What follows belongs to an exercise in optimizing a design on an open flow for small area and a short achievable clock period; a production flow would make more cautious choices.
At most, simulation tests tie the RTL to the original design; equivalence was not proved.
No activity file was given, so power comes from the tool's default toggle rates.

## red
## neuron_pe
module neuron_pe
(
	input  logic     clock,
	input  logic     reset,
	input  logic [2:0]  ctrl,
	input  logic        output_ctrl,
	input  logic [31:0] data_in,
	output logic [31:0] data_out,
	output logic     data_out_valid
);
	neuron_pe_pkg::pe_op_t   ctrl_op;
	neuron_pe_pkg::pe_step_t step;
	neuron_pe_pkg::pe_cnt_t  cnt;
	logic [7:0]              wbyte;
	neuron_pe_pkg::pe_word_t replay;
	neuron_pe_pkg::pe_word_t acc;
	neuron_pe_pkg::pe_word_t opnd;
	assign ctrl_op = neuron_pe_pkg::pe_op_t'(ctrl);
	assign data_out_valid = output_ctrl && (ctrl_op == neuron_pe_pkg::op_idle);
	op_sequencer i_op_sequencer (
		.clock (clock),
		.reset (reset),
		.ctrl  (ctrl_op),
		.step  (step),
		.cnt   (cnt)
	);
	weight_store i_weight_store (
		.clock   (clock),
		.reset   (reset),
		.ctrl    (ctrl_op),
		.data_in (data_in),
		.step    (step),
		.cnt     (cnt),
		.wbyte   (wbyte)
	);
	input_buffer i_input_buffer (
		.clock   (clock),
  ...
Size in the first run: ~2900 cells after synthesis, about 1000 flip-flops.
==> flow/config.mk <==
export PLATFORM = sky130hd
export DESIGN_NAME = neuron_pe
export DESIGN_NICKNAME = neuron_pe
export VERILOG_FILES = /design/flow/design.v
export SDC_FILE = /design/flow/constraint.sdc
export NUM_CORES = 4
export LEC_CHECK = 0
export CAP_MARGIN = 20
export CORE_MARGIN = 2
export CORE_UTILIZATION = 40
export CTS_BUF_LIST = sky130_fd_sc_hd__clkbuf_8
export CTS_CLUSTER_DIAMETER = 50
export CTS_CLUSTER_SIZE = 20
export SETUP_SLACK_MARGIN = 4.5
export SLEW_MARGIN = 20
export TNS_END_PERCENT = 0
==> flow/constraint.sdc <==
create_clock -name core_clock -period 8.0 [get_ports {clock}]
set_input_delay 1.6000 -clock core_clock [delete_from_list [all_inputs] [get_ports {clock}]]
set_output_delay 1.6000 -clock core_clock [all_outputs]
set_load 0.01 [all_outputs]
standard.sh (not shown) runs the stock make flow with config.mk's settings and CLKGATE_MAP_FILE= SYNTH_SCRIPT=/design/flow/synth_recipe.tcl, a recipe that flattens the netlist after the stock synthesis.
==> flow/flow/run.sh <==
#!/bin/bash
# Layout flow: the standard layout (standard.sh, ORFS), with
# - the pins of the combinational input-to-output path placed next to each
#   other (flow/io_group.tcl, run just before ORFS places the pins);
# - plain buffers (buf_2) as the port buffers, which the resizer then sizes,
#   instead of the delay cells buffer_ports picks by default.
set -euo pipefail
here=$(pwd)
cts="-sink_clustering_enable -repair_clock_nets -sink_clustering_size 20 -sink_clustering_max_diameter 50 -buf_list sky130_fd_sc_hd__clkbuf_8 -dont_use_dummy_load"
bash standard.sh finish \
	PRE_IO_PLACEMENT_TCL="$here/flow/io_group.tcl" \
	CTS_ARGS="$cts" \
	BUFFER_PORTS_ARGS="-inputs -outputs -buffer_cell sky130_fd_sc_hd__buf_2" \
	> "$here/standard.log" 2>&1
==> flow/flow/io_group.tcl <==
# The only input-to-output path, ctrl and output_ctrl to data_out_valid,
# is purely combinational; keep its five pins next to each other so that
# their port buffers and the gate between them sit together.
set_io_pin_constraint -group -order -pin_names {ctrl[0] ctrl[1] ctrl[2] output_ctrl data_out_valid}
Input-level comparison between blue and red:
==> flow/flow/run.sh <==
#!/bin/bash
# Layout flow: the standard layout (standard.sh, ORFS), with the pins
# of the combinational input-to-output path placed next to each other
# (flow/io_group.tcl, run just before ORFS places the pins).
set -euo pipefail
here=$(pwd)
bash standard.sh finish PRE_IO_PLACEMENT_TCL="$here/flow/io_group.tcl" > "$here/standard.log" 2>&1
-- flow/config.mk --
<<< red, line 10
export CORE_UTILIZATION = 40
export CTS_BUF_LIST = sky130_fd_sc_hd__clkbuf_8
export CTS_CLUSTER_DIAMETER = 50
>>> blue, line 10
export CORE_UTILIZATION = 40
export CTS_BUF_LIST = sky130_fd_sc_hd__clkbuf_4 sky130_fd_sc_hd__clkbuf_8
export CTS_CLUSTER_DIAMETER = 50
<<< red, line 15
export SLEW_MARGIN = 20
export TNS_END_PERCENT = 0
>>> blue, line 15
export SLEW_MARGIN = 20
export TNS_END_PERCENT = 1
Findings:
Compare blue and red | routed wire length higher: blue
Met3 track demand over resource: red vs blue, no meaningful difference
Worst reg2reg path depth (blue over red): increase, 1
Of blue and red, the run reporting the lower wire length of the first global-routing pass was red.
From red to blue the numbers moved as follows: sum of internal, switching and leakage power shows an increase of about 10%, setup slack shows an increase of 0.075 ns, via count of the first global-routing pass shows an increase of 2.7%.
Reported for blue and red, layout multi-input combinational cell count turned out identical to the last digit.
Looking only at period utilization, and setting everything else aside, the higher value of blue and red goes to red.
blue against red: detailed-router iteration count before antenna repair decreased by 2 relative to the old numbers, overall routing resource usage increased by 0.41 points relative to the old numbers.
ctrl[2] as the launching element of the worst setup path was reported by blue, and ctrl[0] by red.
--- input diff blue..green ---
==> flow/run.sh (new file) <==
#!/bin/bash
# synth_recipe.tcl (not shown) runs the flow's synth.tcl, then flattens the netlist and writes it again
# the make line also repeats each setting of config.mk as NAME=value (left out here)
make -C /OpenROAD-flow-scripts/flow DESIGN_CONFIG=/design/flow/config.mk WORK_HOME=/design/flow/orfs CLKGATE_MAP_FILE= SYNTH_SCRIPT=/design/flow/synth_recipe.tcl finish
-- flow/config.mk --
<<< blue, line 10
export CORE_UTILIZATION = 40
export CTS_BUF_LIST = sky130_fd_sc_hd__clkbuf_4 sky130_fd_sc_hd__clkbuf_8
export CTS_CLUSTER_DIAMETER = 50
>>> green, line 10
export CORE_UTILIZATION = 40
export CTS_BUF_LIST = sky130_fd_sc_hd__clkbuf_8
export CTS_CLUSTER_DIAMETER = 50
removed: flow/flow/run.sh
removed: flow/flow/io_group.tcl
removed: flow/standard.sh
--- outcome ---
green | stages: all done | timing, DRC, antenna: all pass
Global-route wire length before repair up about 1.4% in green wrt blue
green vs. blue: part of the total power dissipated in the clock network essentially unchanged, global-route met1 utilization increased 0.27 points.
green ended with less post-layout worst setup margin than blue.
Compared to blue, green has total of clock buffers placed in the layout about 2% higher.
Looking at violation count after the first detailed-routing iteration, green sits above blue.
green vs blue, routability congestion estimate from global placement went up by 1.8%.
> inputs changed (green -> orange)
==> flow/flow/run.sh (new file) <==
#!/bin/bash
# Layout flow: the standard layout (standard.sh, ORFS), with the pins
# of the combinational input-to-output path placed next to each other
# (flow/io_group.tcl, run just before ORFS places the pins).
set -euo pipefail
here=$(pwd)
bash standard.sh finish PRE_IO_PLACEMENT_TCL="$here/flow/io_group.tcl" > "$here/standard.log" 2>&1
==> flow/flow/io_group.tcl (new file) <==
# The only input-to-output path, ctrl and output_ctrl to data_out_valid,
# is purely combinational; keep its five pins next to each other so that
# their port buffers and the gate between them sit together.
set_io_pin_constraint -group -order -pin_names {ctrl[0] ctrl[1] ctrl[2] output_ctrl data_out_valid}
==> flow/standard.sh (new file) <==
#!/bin/bash
# synth_recipe.tcl (not shown) runs the flow's synth.tcl, then flattens the netlist and writes it again
# the make line also repeats each setting of config.mk as NAME=value (left out here)
make -C /OpenROAD-flow-scripts/flow DESIGN_CONFIG=/design/flow/config.mk WORK_HOME=/design/flow/orfs CLKGATE_MAP_FILE= SYNTH_SCRIPT=/design/flow/synth_recipe.tcl "${@:-finish}"
removed: flow/run.sh
==> summary.txt <==
In summary, orange completed successfully, with a layout that passed the timing, design-rule and antenna checks.
Relative to green, non-clock buffer count has gone up in orange.
Count of clock-buffer cells in the layout shrinks by a few percent when moving from green to orange.
Between orange and green, the placed wire-length estimate after detailed placement figures differ only marginally.
For clock network area share, green and orange come out practically identical.
For source-to-sink clock delay at the later pin of the worst-skew pair, orange and green come out practically identical.
green and orange ended up with roughly the same number of nets in the final layout.
The start point of the critical path comes out i_mac_unit.mul_a[3]$_SDFF_PN0_ in one run and ctrl[2] in the other, namely in orange and green respectively.
The critical path depth in orange sits 6 above the value recorded for green.
Changes observed in orange relative to green: overall power of the completed layout about even; share of cell area taken by flip-flops and latches about even; number of iterations in the first detailed-routing pass rose 1.

========
neuron_pe, a different RTL version from the one above (not shown whole).
Size: roughly 1,000 flip-flops, about 71 I/O pins, about 45,000 um2 of cells after synthesis.
Settings: LEC_CHECK=0, CAP_MARGIN=20, CORE_MARGIN=2, CORE_UTILIZATION=40, CTS_BUF_LIST=sky130_fd_sc_hd__clkbuf_16, CTS_CLUSTER_DIAMETER=50, CTS_CLUSTER_SIZE=30, SETUP_SLACK_MARGIN=4.5, SLEW_MARGIN=20, TNS_END_PERCENT=5; clock period 8.0 ns.
run.sh (not shown) runs the stock make flow with config.mk's settings and CLKGATE_MAP_FILE= SYNTH_SCRIPT=/design/flow/synth_recipe.tcl, a recipe that flattens the netlist after the stock synthesis.
Stock flow here: none of the scripts above is used.
The first run ran to the end with no violations.
Rerun with:
- CTS_BUF_LIST: sky130_fd_sc_hd__clkbuf_16 -> sky130_fd_sc_hd__clkbuf_8
- CTS_CLUSTER_SIZE: 30 -> 20
- TNS_END_PERCENT: 5 -> 1
After rerunning: The changed run ran to the end with no violations; worst hold slack is about the same; global-route usage is lower by 0.26 points; register-to-register slack loses 0.08 ns; routed wire length is lower by 3.8%.
Rerun with:
- SETUP_SLACK_MARGIN: 4.5 -> 4.2
- TNS_END_PERCENT: 1 -> unset
What happened: Fmax is lower by 3.3%; sequential power stays flat; critical path depth is higher by 1; non-clock buffer count climbs by 3.
Rerun with:
- CTS_BUF_LIST: sky130_fd_sc_hd__clkbuf_8 -> sky130_fd_sc_hd__clkbuf_4 sky130_fd_sc_hd__clkbuf_8
- CTS_CLUSTER_DIAMETER: 50 -> unset
- CTS_CLUSTER_SIZE: 20 -> unset
Clock skew is higher by 0.017 ns.
Design area is higher by 1.8%.
Global-route usage is higher by 0.34 points.
Worst setup slack gets better by 0.077 ns.
Sequential share of layout area is lower by 1.0 points.
Via count is higher by 1.6%.
Wire length is higher by about 0.8%.
Worst hold slack gets worse by 0.0044 ns.
Power is higher by about 6%.
Synthesized area does not change.
No functional check of the RTL was part of any run of this note.

==> port drivers added, routing unchanged <==
How much do the figures lean on ideal ports? The routed layouts below were timed once more, with nothing changed but the port constraints. Step 1: set_driving_cell puts a clkbuf_16 on clock and a buf_2 on each other input, an assumption about the parent block. Step 2 adds t to the input delays and takes it off the output delays; t is the mean of the earliest and latest rising clock arrival at the registers after step 1. Input paths then give back, and output paths get back, about the clock's delay inside the block. Three values: no drivers, after step 1, after step 2; two values: the first two.
run | t, ns | setup WS [ns] | worst setup path after step 2
red | 0.818 | 4.228 / 4.207 / 3.759 | input to register
blue | 0.853 | 4.303 / 4.264 / 3.602 | input to register
green | 0.846 | 4.295 / 4.255 / 3.583 | input to register
orange | 0.853 | 4.302 / 4.264 / 3.606 | input to register
the first run of note 2 | 0.742 | 4.172 / 4.123 / 3.615 | input to register
the second run of note 2 | 0.835 | 4.177 / 4.127 / 3.595 | input to register
the third run of note 2 | 0.821 | 4.047 / 4.020 / 3.429 | input to register
the fourth run of note 2 | 0.911 | 4.124 / 4.074 / 3.502 | input to register
After both steps every run listed still meets setup and hold. The setup slack of green, which loses most, moves by -0.040 ns with the drivers and by -0.712 ns with both steps.
